From an optimization exercise on the open Yosys and OpenROAD flow, aimed at a short achievable clock period and few clock cycles; shortcuts taken in it are not production practice. In this exercise RTL edits were held to simulation tests only and were not proved equivalent to the original.

==> design.v <==
localparam logic [6:0] OPC_OP     = 7'b0110011;
localparam logic [6:0] OPC_OP_IMM = 7'b0010011;
localparam logic [6:0] OPC_LUI    = 7'b0110111;
localparam logic [6:0] OPC_STORE  = 7'b0100011;
localparam logic [6:0] OPC_BRANCH = 7'b1100011;
localparam logic [6:0] OPC_JAL    = 7'b1101111;
localparam logic [2:0] F3_ADD_SUB = 3'b000;
localparam logic [2:0] F3_SLL     = 3'b001;
localparam logic [2:0] F3_SLT     = 3'b010;
localparam logic [2:0] F3_SLTU    = 3'b011;
localparam logic [2:0] F3_XOR     = 3'b100;
localparam logic [2:0] F3_SRL_SRA = 3'b101;
localparam logic [2:0] F3_OR      = 3'b110;
localparam logic [2:0] F3_AND     = 3'b111;
localparam logic [2:0] F3_BEQ = F3_ADD_SUB;
localparam logic [2:0] F3_BNE = F3_SLL;
localparam logic [2:0] F3_SW  = F3_SLT;
localparam logic [3:0] ALU_ADD    = 4'd0;
localparam logic [3:0] ALU_SUB    = 4'd1;
localparam logic [3:0] ALU_AND    = 4'd2;
localparam logic [3:0] ALU_OR     = 4'd3;
localparam logic [3:0] ALU_XOR    = 4'd4;
localparam logic [3:0] ALU_SLL    = 4'd5;
localparam logic [3:0] ALU_SRL    = 4'd6;
localparam logic [3:0] ALU_SRA    = 4'd7;
localparam logic [3:0] ALU_SLT    = 4'd8;
localparam logic [3:0] ALU_SLTU   = 4'd9;
localparam logic [3:0] ALU_PASS_B = 4'd10;
localparam logic [2:0] CLS_NOP   = 3'd0;
localparam logic [2:0] CLS_ALU   = 3'd1;
localparam logic [2:0] CLS_STORE = 3'd2;
localparam logic [2:0] CLS_BEQ   = 3'd3;
localparam logic [2:0] CLS_BNE   = 3'd4;
localparam logic [2:0] CLS_JAL   = 3'd5;
`timescale 1ns/1ps
module ks_add #(parameter int W = 32) (
    input  logic [W-1:0] a,
    input  logic [W-1:0] b,
    input  logic         cin,
    output logic [W-1:0] sum,
    output logic         cout
);
    logic [W-1:0] p, g, gg, pp;
    always_comb begin
        p  = a ^ b;
        g  = a & b;
        gg = g;
        pp = p;
        gg[0] = g[0] | (p[0] & cin);
        for (int d = 1; d < W; d = d * 2) begin
            for (int i = W - 1; i >= d; i--) begin
                gg[i] = gg[i] | (pp[i] & gg[i-d]);
                pp[i] = pp[i] & pp[i-d];
            end
        end
        sum  = p ^ {gg[W-2:0], cin};
        cout = gg[W-1];
    end
endmodule
module rv_core_top (
    input  logic                  clk,
    input  logic                  rst_n_i,
    input  logic [31:0]           inst_i,
    output logic [32-1:0] inst_addr_o,
    output logic                  mem_w_enable_o,
    output logic [32-1:0] mem_w_addr_o,
    output logic [32-1:0] mem_w_data_o
);
localparam logic [6:0] OPC_OP     = 7'b0110011;
localparam logic [6:0] OPC_OP_IMM = 7'b0010011;
localparam logic [6:0] OPC_LUI    = 7'b0110111;
localparam logic [6:0] OPC_STORE  = 7'b0100011;
localparam logic [6:0] OPC_BRANCH = 7'b1100011;
localparam logic [6:0] OPC_JAL    = 7'b1101111;
localparam logic [2:0] F3_ADD_SUB = 3'b000;
localparam logic [2:0] F3_SLL     = 3'b001;
localparam logic [2:0] F3_SLT     = 3'b010;
localparam logic [2:0] F3_SLTU    = 3'b011;
localparam logic [2:0] F3_XOR     = 3'b100;
localparam logic [2:0] F3_SRL_SRA = 3'b101;
localparam logic [2:0] F3_OR      = 3'b110;
localparam logic [2:0] F3_AND     = 3'b111;
localparam logic [2:0] F3_BEQ = F3_ADD_SUB;
localparam logic [2:0] F3_BNE = F3_SLL;
localparam logic [2:0] F3_SW  = F3_SLT;
localparam logic [3:0] ALU_ADD    = 4'd0;
localparam logic [3:0] ALU_SUB    = 4'd1;
localparam logic [3:0] ALU_AND    = 4'd2;
localparam logic [3:0] ALU_OR     = 4'd3;
localparam logic [3:0] ALU_XOR    = 4'd4;
localparam logic [3:0] ALU_SLL    = 4'd5;
localparam logic [3:0] ALU_SRL    = 4'd6;
localparam logic [3:0] ALU_SRA    = 4'd7;
localparam logic [3:0] ALU_SLT    = 4'd8;
localparam logic [3:0] ALU_SLTU   = 4'd9;
localparam logic [3:0] ALU_PASS_B = 4'd10;
localparam logic [2:0] CLS_NOP   = 3'd0;
localparam logic [2:0] CLS_ALU   = 3'd1;
localparam logic [2:0] CLS_STORE = 3'd2;
localparam logic [2:0] CLS_BEQ   = 3'd3;
localparam logic [2:0] CLS_BNE   = 3'd4;
localparam logic [2:0] CLS_JAL   = 3'd5;
    logic [31:0] pc_q;
    logic [31:0] regs_q [1:31];
    logic        ex_wen_q;       
    logic        ex_st_q;        
    logic        ex_br_q;        
    logic        ex_ne_q;        
    logic        ex_pred_q;      
    logic [4:0]  ex_rd_q;
    logic [31:0] ex_a_q;
    logic [31:0] ex_b_q;
    logic [31:0] ex_rs2_q;
    logic        ex_fa_q;        
    logic        ex_fb_q;
    logic        ex_f2_q;
    logic [31:0] ex_alt_q;       
    logic        ex_sub_q;       
    logic        ex_s_add_q, ex_s_slt_q, ex_s_sltu_q, ex_s_and_q, ex_s_or_q,
                 ex_s_xor_q, ex_s_sll_q, ex_s_sr_q;
    logic        ex_sra_q;
    logic        wb_en_q;
    logic [4:0]  wb_rd_q;
    logic [31:0] wb_q;
    logic        eqm_q [0:31][0:31];
    logic [31:0] ea, eb, e2;
    logic [31:0] add_b;
    logic [32:0] sum;
    logic        lt, ltu;
    logic [31:0] sll_r, sr_r;
    logic [31:0] wb_data;
    logic        eq;
    logic        miss;
    logic        add_zero;
    logic        ex_zero;
    assign ea = ex_fa_q ? wb_q : ex_a_q;
    assign eb = ex_fb_q ? wb_q : ex_b_q;
    assign e2 = ex_f2_q ? wb_q : ex_rs2_q;
    assign add_b = eb ^ {32{ex_sub_q}};
    ks_add #(.W(32)) u_alu_add (.a(ea), .b(add_b), .cin(ex_sub_q), .sum(sum[31:0]), .cout(sum[32]));
    assign ltu   = !sum[32];
    assign lt    = (ea[31] ^ eb[31]) ? ea[31] : sum[31];
    assign sll_r = ea << eb[4:0];
    assign sr_r  = 32'($signed({ex_sra_q & ea[31], ea}) >>> eb[4:0]);
    assign wb_data = ({32{ex_s_add_q}}  & sum[31:0])
                   | ({32{ex_s_slt_q}}  & {31'b0, lt})
                   | ({32{ex_s_sltu_q}} & {31'b0, ltu})
                   | ({32{ex_s_and_q}}  & (ea & eb))
                   | ({32{ex_s_or_q}}   & (ea | eb))
                   | ({32{ex_s_xor_q}}  & (ea ^ eb))
                   | ({32{ex_s_sll_q}}  & sll_r)
                   | ({32{ex_s_sr_q}}   & sr_r);
    assign add_zero = (add_b[0] ^ ea[0]) == ex_sub_q &&
                      ((ea[31:1] ^ add_b[31:1]) == (ea[30:0] | add_b[30:0]));
    assign ex_zero = !(ex_s_add_q  && !add_zero ||
                       ex_s_slt_q  && lt ||
                       ex_s_sltu_q && ltu ||
                       ex_s_and_q  && (ea & eb) != '0 ||
                       ex_s_or_q   && (ea | eb) != '0 ||
                       ex_s_xor_q  && ea != eb ||
                       ex_s_sll_q  && sll_r != '0 ||
                       ex_s_sr_q   && sr_r != '0);
    assign eq   = (ea == e2);
    assign miss = ex_br_q && ((ex_ne_q ^ eq) != ex_pred_q);
    always_ff @(posedge clk or negedge rst_n_i) begin
        if (!rst_n_i) begin
            mem_w_enable_o <= 1'b0;
            wb_en_q        <= 1'b0;
        end else begin
            mem_w_enable_o <= ex_st_q;
            wb_en_q        <= ex_wen_q;
        end
    end
    always_ff @(posedge clk) begin
        mem_w_addr_o <= sum[31:0];
        mem_w_data_o <= e2;
        wb_rd_q      <= ex_rd_q;
        wb_q         <= wb_data;
    end
    always_ff @(posedge clk or negedge rst_n_i) begin
        if (!rst_n_i) begin
            for (int i = 1; i < 32; i++) regs_q[i] <= '0;
        end else if (wb_en_q) begin
            regs_q[wb_rd_q] <= wb_q;
        end
    end
    logic [31:0] cmp;        
    logic        eqn [0:31][0:31];
    always_comb begin
        cmp[0] = (wb_q == 32'd0);
        for (int j = 1; j < 32; j++) cmp[j] = (wb_q == regs_q[j]);
        for (int i = 0; i < 32; i++)
            for (int j = 0; j < 32; j++)
                if (i == j)                            eqn[i][j] = 1'b1;
                else if (wb_en_q && wb_rd_q == 5'(i))  eqn[i][j] = cmp[j];
                else if (wb_en_q && wb_rd_q == 5'(j))  eqn[i][j] = cmp[i];
                else if (i < j)                        eqn[i][j] = eqm_q[i][j];
                else                                   eqn[i][j] = eqm_q[j][i];
    end
    always_ff @(posedge clk or negedge rst_n_i) begin
        if (!rst_n_i) begin
            for (int i = 0; i < 32; i++)
                for (int j = i + 1; j < 32; j++)
                    eqm_q[i][j] <= 1'b1;
        end else begin
            for (int i = 0; i < 32; i++)
                for (int j = i + 1; j < 32; j++)
                    eqm_q[i][j] <= eqn[i][j];
        end
    end
    logic [6:0]  opcode;
    logic [2:0]  f3;
    logic [4:0]  rs1, rs2, rd;
    logic        is_op, is_opi, is_lui, is_sw, is_br, is_jal;
    logic        alt;
    logic [31:0] imm_i, imm_s, imm_u;
    logic [31:0] rf1, rf2;
    logic        hz1, hz2;
    logic [31:0] pc4, tgt_b, tgt_j, tgt;
    logic        known, zsel, eqt, eqv, pred;
    logic [31:0] d_a, d_b;
    logic [31:0] oh1, oh2, row;
    assign inst_addr_o = pc_q;
    assign opcode = inst_i[6:0];
    assign f3     = inst_i[14:12];
    assign rs1    = inst_i[19:15];
    assign rs2    = inst_i[24:20];
    assign rd     = inst_i[11:7];
    assign is_op  = (opcode == OPC_OP);
    assign is_opi = (opcode == OPC_OP_IMM);
    assign is_lui = (opcode == OPC_LUI);
    assign is_sw  = (opcode == OPC_STORE) && (f3 == F3_SW);
    assign is_br  = (opcode == OPC_BRANCH) && (f3[2:1] == 2'b00);
    assign is_jal = (opcode == OPC_JAL);
    assign alt    = inst_i[30] && ((is_op && f3 == F3_ADD_SUB) || f3 == F3_SRL_SRA);
    assign imm_i = {{20{inst_i[31]}}, inst_i[31:20]};
    assign imm_s = {{20{inst_i[31]}}, inst_i[31:25], inst_i[11:7]};
    assign imm_u = {inst_i[31:12], 12'b0};
    assign rf1 = (rs1 == 5'd0) ? 32'd0 : (wb_en_q && wb_rd_q == rs1) ? wb_q : regs_q[rs1];
    assign rf2 = (rs2 == 5'd0) ? 32'd0 : (wb_en_q && wb_rd_q == rs2) ? wb_q : regs_q[rs2];
    assign hz1 = ex_wen_q && (ex_rd_q == rs1);
    assign hz2 = ex_wen_q && (ex_rd_q == rs2);
    logic        bco, jco;
    logic [31:0] bofs, jofs;
    assign bofs = {{20{inst_i[31]}}, inst_i[7], inst_i[30:25], inst_i[11:8], 1'b0};
    assign jofs = {{12{inst_i[31]}}, inst_i[19:12], inst_i[20], inst_i[30:21], 1'b0};
    ks_add #(.W(32)) u_badd (.a(pc_q), .b(bofs), .cin(1'b0), .sum(tgt_b), .cout(bco));
    ks_add #(.W(32)) u_jadd (.a(pc_q), .b(jofs), .cin(1'b0), .sum(tgt_j), .cout(jco));
    assign pc4 = pc_q + 32'd4;
    assign tgt = is_jal ? tgt_j : tgt_b;
    always_comb begin
        for (int i = 0; i < 32; i++) begin
            oh1[i] = (rs1 == 5'(i));
            oh2[i] = (rs2 == 5'(i));
        end
        for (int j = 0; j < 32; j++) begin
            row[j] = 1'b0;
            for (int i = 0; i < 32; i++) row[j] = row[j] | (oh1[i] & eqn[i][j]);
        end
    end
    assign eqt   = |(oh2 & row);
    assign zsel  = (rs1 != rs2) && (hz1 && rs2 == 5'd0 || hz2 && rs1 == 5'd0);
    assign known = (rs1 == rs2) || !(hz1 || hz2) || zsel;
    assign eqv   = zsel ? ex_zero : eqt;
    assign pred = is_jal ||
                  (is_br && (known ? (eqv ^ f3[0]) : (inst_i[31] || f3[0])));
    assign d_a = (is_lui || is_jal) ? 32'd0 : rf1;
    assign d_b = is_jal ? pc4 :
                 is_lui ? imm_u :
                 is_opi ? imm_i :
                 is_sw  ? imm_s : rf2;
    always_ff @(posedge clk or negedge rst_n_i) begin
        if (!rst_n_i) begin
            pc_q      <= 32'h0000_0000;
            ex_wen_q  <= 1'b0;
            ex_st_q   <= 1'b0;
            ex_br_q   <= 1'b0;
        end else begin
            pc_q      <= (pred && !miss) ? tgt : (miss ? ex_alt_q : pc4);
            ex_wen_q  <= !miss && (is_op || is_opi || is_lui || is_jal) && (rd != 5'd0);
            ex_st_q   <= !miss && is_sw;
            ex_br_q   <= !miss && is_br;
        end
    end
    always_ff @(posedge clk) begin
        ex_ne_q     <= f3[0];
        ex_pred_q   <= pred;
        ex_rd_q     <= rd;
        ex_a_q      <= d_a;
        ex_b_q      <= d_b;
        ex_rs2_q    <= rf2;
        ex_fa_q     <= hz1 && !(is_lui || is_jal);
        ex_fb_q     <= hz2 && is_op;
        ex_f2_q     <= hz2;
        ex_alt_q    <= pred ? pc4 : tgt;
        ex_sub_q    <= is_op && (f3 == F3_ADD_SUB) && inst_i[30] ||
                       (is_op || is_opi) && (f3 == F3_SLT || f3 == F3_SLTU);
        ex_s_add_q  <= (is_op || is_opi) && (f3 == F3_ADD_SUB) || is_sw;
        ex_s_slt_q  <= (is_op || is_opi) && (f3 == F3_SLT);
        ex_s_sltu_q <= (is_op || is_opi) && (f3 == F3_SLTU);
        ex_s_and_q  <= (is_op || is_opi) && (f3 == F3_AND);
        ex_s_or_q   <= (is_op || is_opi) && (f3 == F3_OR) || is_lui || is_jal;
        ex_s_xor_q  <= (is_op || is_opi) && (f3 == F3_XOR);
        ex_s_sll_q  <= (is_op || is_opi) && (f3 == F3_SLL);
        ex_s_sr_q   <= (is_op || is_opi) && (f3 == F3_SRL_SRA);
        ex_sra_q    <= alt;
    end
endmodule
==> run.sh <==
#!/bin/bash
# synth_recipe.tcl (not shown) runs the flow's synth.tcl, then flattens the netlist and writes it again
# the make line also repeats each setting of config.mk as NAME=value (left out here)
make -C /OpenROAD-flow-scripts/flow DESIGN_CONFIG=/design/flow/config.mk WORK_HOME=/design/flow/orfs CLKGATE_MAP_FILE= SYNTH_SCRIPT=/design/flow/synth_recipe.tcl finish
==> config.mk <==
export PLATFORM = sky130hd
export DESIGN_NAME = rv_core_top
export DESIGN_NICKNAME = rv_core_top
export VERILOG_FILES = /design/flow/design.v
export SDC_FILE = /design/flow/constraint.sdc
export NUM_CORES = 4
export LEC_CHECK = 0
export CAP_MARGIN = 20
export CORE_MARGIN = 2
export CORE_UTILIZATION = 40
export SETUP_SLACK_MARGIN = 3.0
export SLEW_MARGIN = 20
==> constraint.sdc <==
create_clock -name core_clock -period 6.5 [get_ports {clk}]
set_input_delay 1.3000 -clock core_clock [delete_from_list [all_inputs] [get_ports {clk}]]
set_output_delay 1.3000 -clock core_clock [all_outputs]
set_load 0.01 [all_outputs]
==> impl_metrics.tcl <==
set metrics [dict create \
    synth_nets 13400 \
    outcome "stopped before the end" \
    grt_pass1_vias 143000 \
    syn_area_um2 112000 \
    place_area_um2 135000 \
    synthCells 13200 \
    async_flop_share_pct 86.0 \
    initial_core_util_pct 40.3 \
    place_hpwl_um 735000 \
    gp_congestion 1.25 \
    ios 131 \
    die_w_um 532 \
    synth_edf_count 0 \
    synth_cell_types 102 \
    ys_seq_area_share_pct 39.2 \
    ys_ff_latch 1774 \
    clock_path_buffers 4 \
    cts_buffers 214 \
    grt_max_degree 140 \
    grt_usage_pct 74.3 \
    error_line "[ERROR GRT-0116] Global routing finished with congestion. Check the congestion regions in the DRC Viewer." \
    cts_hold_buf 0 \
    synth.avg_cell_area_um2 8.48 \
    yosys_warnings 5 \
    rows 193 \
    ctsHtreeMaxLevel 4 \
    grt.overflow.total 17 \
    dpl.cell_count 18200 \
    stop_stage "global routing (5_1_grt)" \
    grt_pass1_wl_um 1440000 \
    numClockSinks 1774 \
    synth_top_flop_cell "dfrtp_1" \
    die_h_um 532 \
    cts_root_buf "clkbuf_16" \
    port_buffers 130 \
]
[kinds of logic after synthesis]
| group | after synthesis | synth area share [%] |
|---|---|---|
| DFF | 1774 | 39.2 |
| xor gates and xnor gates | 1181 | 9.27 |
| muxes | 320 | 3.06 |
| adders and majority gates | 174 | 1.97 |
| AOI/OAI and AO/OA | 2902 | 19.2 |
| buffers and inverters | 1386 | 5.65 |
| and+or+nand+nor | 5423 | 21.6 |
[cells in the mapped netlist (21+ instances only)]
cell,instances,area share [%]
a2111oi_0,193,1.5
a211oi_1,146,0.98
a21o_1,39,0.26
a21oi_1,501,2.2
a221o_1,26,0.23
a221oi_1,481,3.8
a222oi_1,67,0.60
a22o_1,123,0.97
a22oi_1,896,6.0
a31oi_1,26,0.15
and2_1,28,0.16
and3_1,21,0.12
buf_1,195,0.66
buf_2,163,0.73
buf_4,93,0.63
buf_6,73,0.74
clkbuf_1,714,2.4
dfrtp_1,1029,23
dfstp_2,496,12
dfxtp_1,249,4.5
ha_1,171,1.9
inv_1,143,0.48
mux2_2,83,0.84
mux2i_1,226,2.0
nand2_1,3238,11
nand2b_1,36,0.20
nand3_1,171,0.77
nand4_1,508,2.8
nor2_1,413,1.4
nor3_1,619,2.8
nor4_1,241,1.4
o211ai_1,53,0.36
o21ai_0,177,0.79
o22ai_1,24,0.13
xnor2_1,1125,8.8
xor2_1,56,0.44
[layer usage]
metal,GRT usage [%],overflow
met2,86.1,6
met3,61.2,0
met5,26.7,0
met1,79.4,0
met4,67.4,11
[power by group through the flow]
stage                     logic [mW]  clock network, mW  registers (mW)
after CTS                       6.82               12.9            12.1
after detailed placement        6.35                  0            12.3
after global placement          6.33                  0            12.3
after floorplan                 2.50                  0            12.2
[stage by stage]
stage,setup slack [ps],TNS [ps],hold slack [ps]
floorplan,1640,0,331
global placement,-1670,-94090,338
detailed placement,-1430,-73480,358
CTS,184,0,366
[worst max-delay path by stage]
| stage | depth (start not counted) | end | slack [ps] | startpoint |
|---|---|---|---|---|
| floorplan | 18 | ex_alt_q[1] | 1640 | inst_i[17] |
| global placement | 21 | pc_q[29] | -1670 | inst_i[17] |
| detailed placement | 21 | pc_q[29] | -1430 | inst_i[17] |
| CTS | 24 | pc_q[12] | 180 | wb_q[6] |
[repair_timing]
action,4_1_cts
resized for setup,572
endpoints found under the setup margin,542
buffers inserted,274
gates cloned,22
pin swaps,152
Testbench counts, summed over its fixed seeds: cycles 52,622.
